Context: an optimization exercise on an open-source flow, tuned for small area, a short achievable clock period and few clock cycles per item. The choices shown serve that exercise and are no tape-out recipe. Where RTL was checked, it was by simulation tests only, not by an equivalence proof against the original. Power and IR drop assume default switching activity.

## fp_coprocessor
module fp_coprocessor
#(
  parameter int QD = 3
)
(
  input  logic        clk,
  input  logic        reset,
  input  logic [7:0]  paddr,
  input  logic        psel,
  input  logic        penable,
  input  logic        pwrite,
  input  logic [31:0] pwdata,
  output logic [31:0] prdata,
  output logic        pready,
  output logic        pslverr
);
  logic [14:0]   q [QD];
  logic [QD-1:0] qv;
  logic          mph;          
  logic [14:0]   ri;           
  logic          back_q;       
  logic        hw_q;           
  logic [3:0]  hidx_q;
  logic        iw_q;           
  logic        pslverr_q;
  logic [31:0] prdata_q;
  logic        reset_q;
  logic        x0_v, x0_ph;
  logic [2:0]  x0_op;
  logic [31:0] x0_a, x0_b;
  logic        x1_v, x1_ph, x1_mul, x1_pass, x1_sign, x1_sub, x1_bzero, x1_mz;
  logic [3:0]  x1_dest;
  logic [22:0] x1_fbig;
  logic [23:0] x1_aligned;
  logic [8:0]  x1_ex;
  logic [5:0]  x1_one, x1_two, x1_neg;
  logic        x2_v, x2_mul, x2_pass, x2_sign, x2_sub, x2_bzero;
  logic        x2_z0, x2_z1, x2_i0, x2_i1;
  logic [3:0]  x2_dest;
  logic [24:0] x2_sum;
  logic [4:0]  x2_lz;
  logic [37:0] x2_rs, x2_rc;   
  logic [7:0]  x2_e;
  logic        wb2_v;
  logic [3:0]  wb2_dest;
  logic [31:0] wb2_data;
  ...
export LEC_CHECK = 0
export CAP_MARGIN = 60
export CORE_MARGIN = 2
export CORE_UTILIZATION = 50
export SLEW_MARGIN = 60
create_clock -name core_clock -period 12.0 [get_ports {clk}]
standard.sh (not shown) runs the stock make flow with config.mk's settings and CLKGATE_MAP_FILE= SYNTH_SCRIPT=/design/flow/synth_recipe.tcl, a recipe that flattens the netlist after the stock synthesis.
==> flow/flow/run.sh <==
#!/bin/bash
# Own layout flow: the standard ORFS flow, with the port buffers made
# from buf_4 cells instead of the resizer's default choice, and the
# post-placement timing repair asked to keep a setup margin.
# Each step's full output stays in orfs/logs/; make's own output goes to
# flow_make.log in the work folder.
set -euo pipefail
bash standard.sh \
  BUFFER_PORTS_ARGS="-buffer_cell sky130_fd_sc_hd__buf_4" \
  SETUP_SLACK_MARGIN=8.5 \
  finish > flow_make.log 2>&1
The first run completed with no timing, DRC or antenna violations.
Testbench counts at the start, summed over its fixed seeds: cycles 8,092, items 2,304.
==> next run, changes <==
--- a/flow/flow/run.sh
+++ b/flow/flow/run.sh
@@ -8,4 +8,4 @@
 bash standard.sh \
   BUFFER_PORTS_ARGS="-buffer_cell sky130_fd_sc_hd__buf_4" \
-  SETUP_SLACK_MARGIN=8.5 \
+  SETUP_SLACK_MARGIN=8 \
   finish > flow_make.log 2>&1
- CTS_CLUSTER_DIAMETER: default -> 100
- CTS_CLUSTER_SIZE: default -> 20
The new run went through all stages and came out clean; flip-flop and latch count is unchanged; combinational power went down by 23%; power fell by 20%; routed wire length came out lower by 12%; clock skew went up by 0.029 ns; design area is lower by 15%; setup slack loses 0.18 ns; maximum frequency came out lower by 4.4%; utilization is lower by 9.6 points; count of clock-buffer cells in the layout went down by 49; non-clock buffer count decreases by 352.
==> next run, changes <==
==> flow/run.sh (new file) <==
#!/bin/bash
# synth_recipe.tcl (not shown) runs the flow's synth.tcl, then flattens the netlist and writes it again
# the make line also repeats each setting of config.mk as NAME=value (left out here)
make -C /OpenROAD-flow-scripts/flow DESIGN_CONFIG=/design/flow/config.mk WORK_HOME=/design/flow/orfs CLKGATE_MAP_FILE= SYNTH_SCRIPT=/design/flow/synth_recipe.tcl finish
- CORE_UTILIZATION: 50 -> 35
- CTS_CLUSTER_DIAMETER: 100 -> default
- CTS_CLUSTER_SIZE: 20 -> default
removed: flow/flow/run.sh
removed: flow/standard.sh
- clock-buffer cell count came out higher by 38
- power came out higher by a little under a tenth
- critical path depth came out higher by 1
- die area came out higher by well over a third
- setup slack loses 0.65 ns
- non-clock buffer count came out lower by 28

---

Setup of juniper:
Starting RTL as in the previous note.
clock: 12.0 ns
lec_check: 0
cap_margin: 60
core_margin: 2
core_utilization: 50
gpl_routability_driven: 0
slew_margin: 60
==> flow/flow/run.sh <==
#!/bin/bash
# Own layout flow: the standard ORFS flow, with the port buffers made
# from buf_4 cells instead of the resizer's default choice, and the
# post-placement timing repair asked to keep a setup margin.
# Each step's full output stays in orfs/logs/; make's own output goes to
# flow_make.log in the work folder.
set -euo pipefail
bash standard.sh \
  BUFFER_PORTS_ARGS="-buffer_cell sky130_fd_sc_hd__buf_4" \
  SETUP_SLACK_MARGIN=8 \
  finish > flow_make.log 2>&1
juniper | status: complete | timing, DRC, antenna: pass
Testbench counts of juniper, summed over its fixed seeds: cycles 8,092, items 2,304.
The following lists how lagoon was set up differently from juniper:
Settings: putting PLACE_DENSITY at 0.7 where nothing was set; clearing GPL_ROUTABILITY_DRIVEN, which used to be 0.
==> run summary <==
lagoon finished all stages; layout check result: FAIL, due to max-capacitance violations, max-slew violations. Against juniper as the reference, lagoon delivers a higher count of buffers added by post-CTS timing repair for setup. lagoon supports a lower top clock frequency than juniper. lagoon vs juniper: global-route wire length before repair down by a few percent. The final reports for lagoon and juniper show slew at the pin with the worst max-slew slack higher in the former. Taking juniper as the reference, in lagoon met2 track demand over resource in global routing went down by 0.22 points; share of the clock period used by the worst path went up by 0.37 points. lagoon vs juniper, critical path start-end classification: reg -> reg vs in -> reg.
### lagoon -> tundra
Settings: swapping 50 for 45 in CORE_UTILIZATION; clearing PLACE_DENSITY, which used to be 0.7.
==> comparison <==
- In lagoon the implementation ran to completion but is not tape-out ready, as the final checks report max-capacitance violations, max-slew violations.
- tundra: flow completed, timing, DRC and antenna clean
- Taking lagoon as the reference, in tundra sequential cell count of the final layout barely changed, total wire length higher.
- Comparing tundra with lagoon, the design area came out essentially unchanged.
- tundra: utilization after layout 5.6 points below lagoon
- Worst slew margin relative to its limit: tundra > lagoon
- [compare] base=lagoon new=tundra: power -about 3%, setup slack picked up an extra 0.058 ns, non-clock buffer count saw a decrease.
- Across both runs, reported combinational group power was lower for tundra than for lagoon.
What harbor does differently from tundra at the input level:
Settings: putting CTS_CLUSTER_SIZE at 25 where nothing was set; putting CTS_CLUSTER_DIAMETER at 120 where nothing was set; swapping 45 for 50 in CORE_UTILIZATION.
==> comparison <==
Each of the runs, namely harbor and tundra, reached the end of the flow and came out clean. Average via count per standard cell of harbor exceeds that of tundra by a few percent. Against tundra, harbor reports a final design area excluding fillers that is lower. Taking tundra as the reference, in harbor met2 wire length has increased; fmax climbed about 0.4%; post-route met1 wirelength held; power shows a reduction of 1.4 mW.
Setup changes, harbor to violet
Settings: CORE_UTILIZATION: 50 -> 55; CTS_CLUSTER_SIZE: 25 -> unset; CTS_CLUSTER_DIAMETER: 120 -> unset.
Notes after the runs:
violet: flow complete, layout not clean; failing: max-capacitance violations, max-slew violations. Looking at highest achievable clock rate across violet and harbor, the one that comes out lower is violet. The capturing instance or port of the critical path comes out reg_file_i.regs[10][1] in one run and prdata_q[22] in the other, namely in violet and harbor respectively. On worst slew margin relative to its limit, violet does worse than harbor. On clock latency of the later-clocked register in the worst-skew pair: between violet and harbor, it ends up lower for harbor. From harbor to violet the numbers moved as follows: global-route wire length before repair rose 1900 um; area added between synthesis and finish climbed 4.5 points; worst hold slack across all endpoints shrank by 0.0078 ns; final cell count has remained practically unchanged. Count of antenna diodes in the layout in violet vs harbor: down 5. Comparing violet and harbor, the lower power share of the combinational group is on violet. Going from harbor to violet, the number of buffers and inverters on the critical path was found to have gone down by 2.
Modified inputs, yarrow compared to violet
Settings: changing CORE_UTILIZATION from 55 to 50; setting GPL_TIMING_DRIVEN to 0 for the first time.
Looking at the reports, yarrow completed the entire flow and the layout it produced met the timing, DRC and antenna checks.
Summary of the comparison: number of gates on the worst path with buffers counted is lower in yarrow, relative to violet.
yarrow gives more wire length of the first global-routing pass than violet did.
Status: multi-input combinational cell count parity (yarrow, violet)
Sequential power essentially unchanged between violet and yarrow.
Worst-path maximum fanout ends up lower on yarrow.
Hold slack: yarrow vs violet — no meaningful difference
In the flow results for yarrow and violet, the count of vias placed by the detailed router is smaller on violet.

---

Starting RTL as in the previous note.
clock: 12.0 ns
lec_check: 0
cap_margin: 60
core_margin: 2
core_utilization: 50
cts_cluster_diameter: 80
cts_cluster_size: 16
slew_margin: 60
Scripts as last shown in full above: flow/flow/run.sh
Testbench counts at the start, summed over its fixed seeds: cycles 8,092, items 2,304.
Rerun with:
--- a/flow/flow/run.sh
+++ b/flow/flow/run.sh
@@ -10 +10 @@
-  SETUP_SLACK_MARGIN=8 \
+  SETUP_SLACK_MARGIN=9 \
Settings changed: CORE_UTILIZATION 50 to 35, CTS_CLUSTER_DIAMETER 80 to unset, CTS_CLUSTER_SIZE 16 to unset.
What happened: Utilization fell by 7.0 points; global-route usage falls by 6.2 points; area after synthesis is unchanged; power is higher by a quarter to a third; die area climbs by well over a third; hold slack degrades by 0.011 ns; cell area rises by a quarter to a third; routed wire length went up by about a fifth; cell count is higher by about a fifth; worst setup slack gets better by 0.23 ns; count of clock-buffer cells in the layout is higher by 7.
Rerun with:
--- a/flow/flow/run.sh
+++ b/flow/flow/run.sh
@@ -10 +10 @@
-  SETUP_SLACK_MARGIN=9 \
+  SETUP_SLACK_MARGIN=8 \
Settings changed: CAP_MARGIN 60 to 40, CORE_UTILIZATION 35 to 50, CTS_CLUSTER_DIAMETER set to 100, CTS_CLUSTER_SIZE set to 20, SLEW_MARGIN 60 to 40.
Die area fell by 30%.
Worst setup slack loses 0.26 ns.
Utilization rose by 6.3 points.
Routed wire length fell by 18%.
Cell area fell by 21%.
Power fell by 26%.
Critical path depth fell by 7.
Register-to-register slack loses 0.21 ns.
Rerun with:
Settings changed: CAP_MARGIN 40 to 60, CORE_UTILIZATION 50 to 35, CTS_CLUSTER_DIAMETER 100 to unset, CTS_CLUSTER_SIZE 20 to unset, SLEW_MARGIN 40 to 60.
Effect:
- The new run completed without violations
- worst hold slack is better by 0.0051 ns
- global-route usage went down by 10 points
- setup slack is worse by 0.043 ns
- routed wire length went up by a few percent
- combinational power went up by about a fifth
- clock-buffer cell count went up by 39
- final area went up by a few percent

---

Another version of the RTL of fp_coprocessor (not shown whole).
Size: about 5800 cells after synthesis, ~930 flip-flops, ~79 I/O pins.
// fp_coprocessor
module fp_coprocessor
#(
  parameter int QD = 3
)
(
  input  logic        clk,
  input  logic        reset,
  input  logic [7:0]  paddr,
  input  logic        psel,
  input  logic        penable,
  input  logic        pwrite,
  input  logic [31:0] pwdata,
  output logic [31:0] prdata,
  output logic        pready,
  output logic        pslverr
);
clock: 12.0 ns
lec_check: 0
abc_area: 1
cap_margin: 20
core_margin: 2
core_utilization: 35
slew_margin: 20
run.sh (not shown) runs the stock make flow with config.mk's settings and CLKGATE_MAP_FILE= SYNTH_SCRIPT=/design/flow/synth_recipe.tcl, a recipe that flattens the netlist after the stock synthesis.
Stock flow here: none of the scripts above is used.
==> next run, changes <==
==> flow/flow/run.sh (new file) <==
#!/bin/bash
# Own layout flow: the standard ORFS flow, with the port buffers made
# from buf_4 cells instead of the resizer's default choice, and the
# post-placement timing repair asked to keep a setup margin.
# Each step's full output stays in orfs/logs/; make's own output goes to
# flow_make.log in the work folder.
set -euo pipefail
bash standard.sh \
  BUFFER_PORTS_ARGS="-buffer_cell sky130_fd_sc_hd__buf_4" \
  SETUP_SLACK_MARGIN=7 \
  finish > flow_make.log 2>&1
==> flow/standard.sh (new file) <==
#!/bin/bash
# synth_recipe.tcl (not shown) runs the flow's synth.tcl, then flattens the netlist and writes it again
# the make line also repeats each setting of config.mk as NAME=value (left out here)
make -C /OpenROAD-flow-scripts/flow DESIGN_CONFIG=/design/flow/config.mk WORK_HOME=/design/flow/orfs CLKGATE_MAP_FILE= SYNTH_SCRIPT=/design/flow/synth_recipe.tcl "${@:-finish}"
removed: flow/run.sh
The new run completed without violations; worst setup slack improved by 1.1 ns; register-to-register slack improved by 0.30 ns; combinational power goes down by about 0.9%; fmax goes up by 23%; core utilization goes up by 0.11 points; power goes up by 0.63%.
No functional check of the RTL was part of any run of this note.

---

Setup of v6:
RTL: one of the versions met above, not the one the previous note started from.
For scale: ~4700 cells after synthesis, roughly 930 flip-flops, roughly 79 I/O pins, roughly 52000 sq um of cells after synthesis.
export LEC_CHECK = 0
export CAP_MARGIN = 60
export CORE_MARGIN = 2
export CORE_UTILIZATION = 65
export SLEW_MARGIN = 60
create_clock -name core_clock -period 12.0 [get_ports {clk}]
standard.sh (not shown) runs the stock make flow with config.mk's settings and CLKGATE_MAP_FILE= SYNTH_SCRIPT=/design/flow/synth_recipe.tcl, a recipe that flattens the netlist after the stock synthesis.
==> flow/flow/run.sh <==
#!/bin/bash
# Own layout flow: the standard ORFS flow, with the port buffers made
# from buf_4 cells instead of the resizer's default choice, and the
# post-placement timing repair asked to keep a setup margin.
# Each step's full output stays in orfs/logs/; make's own output goes to
# flow_make.log in the work folder.
set -euo pipefail
bash standard.sh \
  BUFFER_PORTS_ARGS="-buffer_cell sky130_fd_sc_hd__buf_4" \
  SETUP_SLACK_MARGIN=8 \
  finish > flow_make.log 2>&1
v6 finished end to end and its layout was clean on timing, DRC and antenna.
Testbench counts of v6, summed over its fixed seeds: cycles 8,092, items 2,304.
### v6 -> v22
- CORE_UTILIZATION changed from 65 to 50
-- flow/flow/run.sh --
<<< v6, line 8
bash standard.sh \
  BUFFER_PORTS_ARGS="-buffer_cell sky130_fd_sc_hd__buf_4" \
  SETUP_SLACK_MARGIN=8 \
  finish > flow_make.log 2>&1
>>> v22, line 8
bash standard.sh \
  BUFFER_PORTS_ARGS="-buffer_cell sky130_fd_sc_hd__buf_4" \
  SETUP_SLACK_MARGIN=8.25 \
  finish > flow_make.log 2>&1
==> comparison <==
The layout from v22, despite a flow that completed every stage, fails the layout checks, with the failing checks listed as capacitance limit, slew limit. Diff v6 -> v22: critical path depth higher, pin count of the biggest net entering global routing +59%, part of the cycle the worst path needs shows a reduction of 2.7 points, starting density of the core lower. Relative to v6, the worst path setup slack after routing of v22 is higher by 0.32 ns. Against v6 as the reference, v22 delivers a higher layout buffering overhead excluding clock cells. Between v22 and v6, the combinational power share is higher for v6. Summary of v22 over v6: total wire length +about 6.5%; number of signal-net buffers in the layout climbed 54.
Setup changes, v22 to v18
- SLEW_MARGIN changed from 60 to 40
- CAP_MARGIN changed from 60 to 40
-- flow/flow/run.sh --
<<< v22, line 8
bash standard.sh \
  BUFFER_PORTS_ARGS="-buffer_cell sky130_fd_sc_hd__buf_4" \
  SETUP_SLACK_MARGIN=8.25 \
  finish > flow_make.log 2>&1
>>> v18, line 8
bash standard.sh \
  BUFFER_PORTS_ARGS="-buffer_cell sky130_fd_sc_hd__buf_4" \
  SETUP_SLACK_MARGIN=8 \
  finish > flow_make.log 2>&1
v22 has lower depth of the worst register-to-register path than v18.
v18 | status: complete | timing, DRC, antenna: pass
Number of detailed-route iterations in the first pass: v18 vs v22 down 3
Cell with the largest stage delay on the worst path: sky130_fd_sc_hd__mux4_2 -> v22, sky130_fd_sc_hd__buf_4 -> v18
v18 ended up with prdata_q[28] as its endpoint of the worst setup timing path; v22 ended up with x1_aligned[7].
v18 and v22 ended up with nearly the same global-route usage.
The register-to-register path setup slack of v18 falls short of that of v22 by 0.12 ns.
--- input diff v18..v47 ---
- a change of CORE_UTILIZATION from 50 to 35
- an added ABC_AREA of 1
- a change of SLEW_MARGIN from 40 to 60
- a change of CAP_MARGIN from 40 to 60
Notes after the runs:
From v18 to v47 the numbers moved as follows: total inserted antenna cells went down by 5; cell count went up by 1882. Cell area grows by a few percent when moving from v18 to v47. v47 vs v18: number of instances in the synthesized netlist up by more than a quarter. Between v47 and v18, the hold slack does not differ in any meaningful way. Power per cell area in v47 is about 6% above v18. Compared with v18, in v47 critical path depth rose by 5, total number of nets in the final design rose by about 25%, per-cell routed wire length fell by about 20%. The final wirelength reported for v47 is greater than that of v18 by about 5%.

==> afterwards: timing with drivers on the ports <==
The flow's constraints put no driver on any port. The routed layouts listed below were extracted and timed again, unchanged, in two steps.
Step 1 (the two cells are an assumption about what drives the block):
set clk [get_ports {clk}]
set_driving_cell -lib_cell sky130_fd_sc_hd__clkbuf_16 $clk
set_driving_cell -lib_cell sky130_fd_sc_hd__buf_2 [delete_from_list [all_inputs] $clk]
Step 2 times the ports against the registers' clock, not the clock port: input delays grow and output delays shrink by t, the midpoint of the rising clock arrivals with the driver on.
a / b / c = ideal ports / drivers / drivers and shift; a / b = the first two.
| run | t (ns) | slack for setup (ns) | worst register clock-pin slew, ns | worst slew at a driven data input, ns |
|---|---|---|---|---|
| the first run of note 1 | 0.777 | 8.217 / 8.093 / 7.316 | 0.07 / 0.07 | 0.31 |
| the second run of note 1 | 0.742 | 8.041 / 8.043 / 7.300 | 0.10 / 0.10 | 0.13 |
| the third run of note 1 | 0.795 | 7.386 / 7.414 / 6.642 | 0.07 / 0.07 | 0.07 |
| juniper | 0.752 | 8.005 / 8.032 / 7.280 | 0.07 / 0.07 | 0.15 |
| lagoon | 0.758 | 7.961 / 7.961 / 7.285 | 0.07 / 0.07 | 0.06 |
| tundra | 0.775 | 8.019 / 8.019 / 7.316 | 0.07 / 0.07 | 0.17 |
| harbor | 0.738 | 8.035 / 8.050 / 7.312 | 0.12 / 0.12 | 0.13 |
| violet | 0.766 | 7.976 / 7.976 / 7.297 | 0.07 / 0.07 | 0.06 |
| yarrow | 0.782 | 7.830 / 7.808 / 7.026 | 0.07 / 0.07 | 0.09 |
| the first run of note 3 | 0.750 | 8.043 / 8.058 / 7.309 | 0.09 / 0.09 | 0.14 |
| the second run of note 3 | 0.793 | 8.277 / 8.210 / 7.450 | 0.08 / 0.08 | 0.30 |
| the third run of note 3 | 0.746 | 8.012 / 8.038 / 7.292 | 0.10 / 0.10 | 0.13 |
| the fourth run of note 3 | 0.784 | 7.969 / 7.903 / 7.237 | 0.08 / 0.08 | 0.07 |
| the first run of note 4 | 0.778 | 6.009 / 6.060 / 5.282 | 0.08 / 0.08 | 0.06 |
| the second run of note 4 | 0.793 | 7.124 / 7.177 / 6.384 | 0.07 / 0.07 | 0.05 |
| v6 | 0.740 | 7.879 / 7.904 / 7.165 | 0.07 / 0.07 | 0.06 |
| v22 | 0.771 | 8.198 / 8.143 / 7.372 | 0.07 / 0.07 | 0.19 |
| v18 | 0.767 | 7.973 / 7.998 / 7.231 | 0.07 / 0.07 | 0.14 |
| v47 | 0.798 | 7.979 / 8.024 / 7.226 | 0.07 / 0.07 | 0.07 |
For the first run of note 1, which loses most, drivers alone change the setup slack by -0.124 ns; drivers and shift together by -0.901 ns.
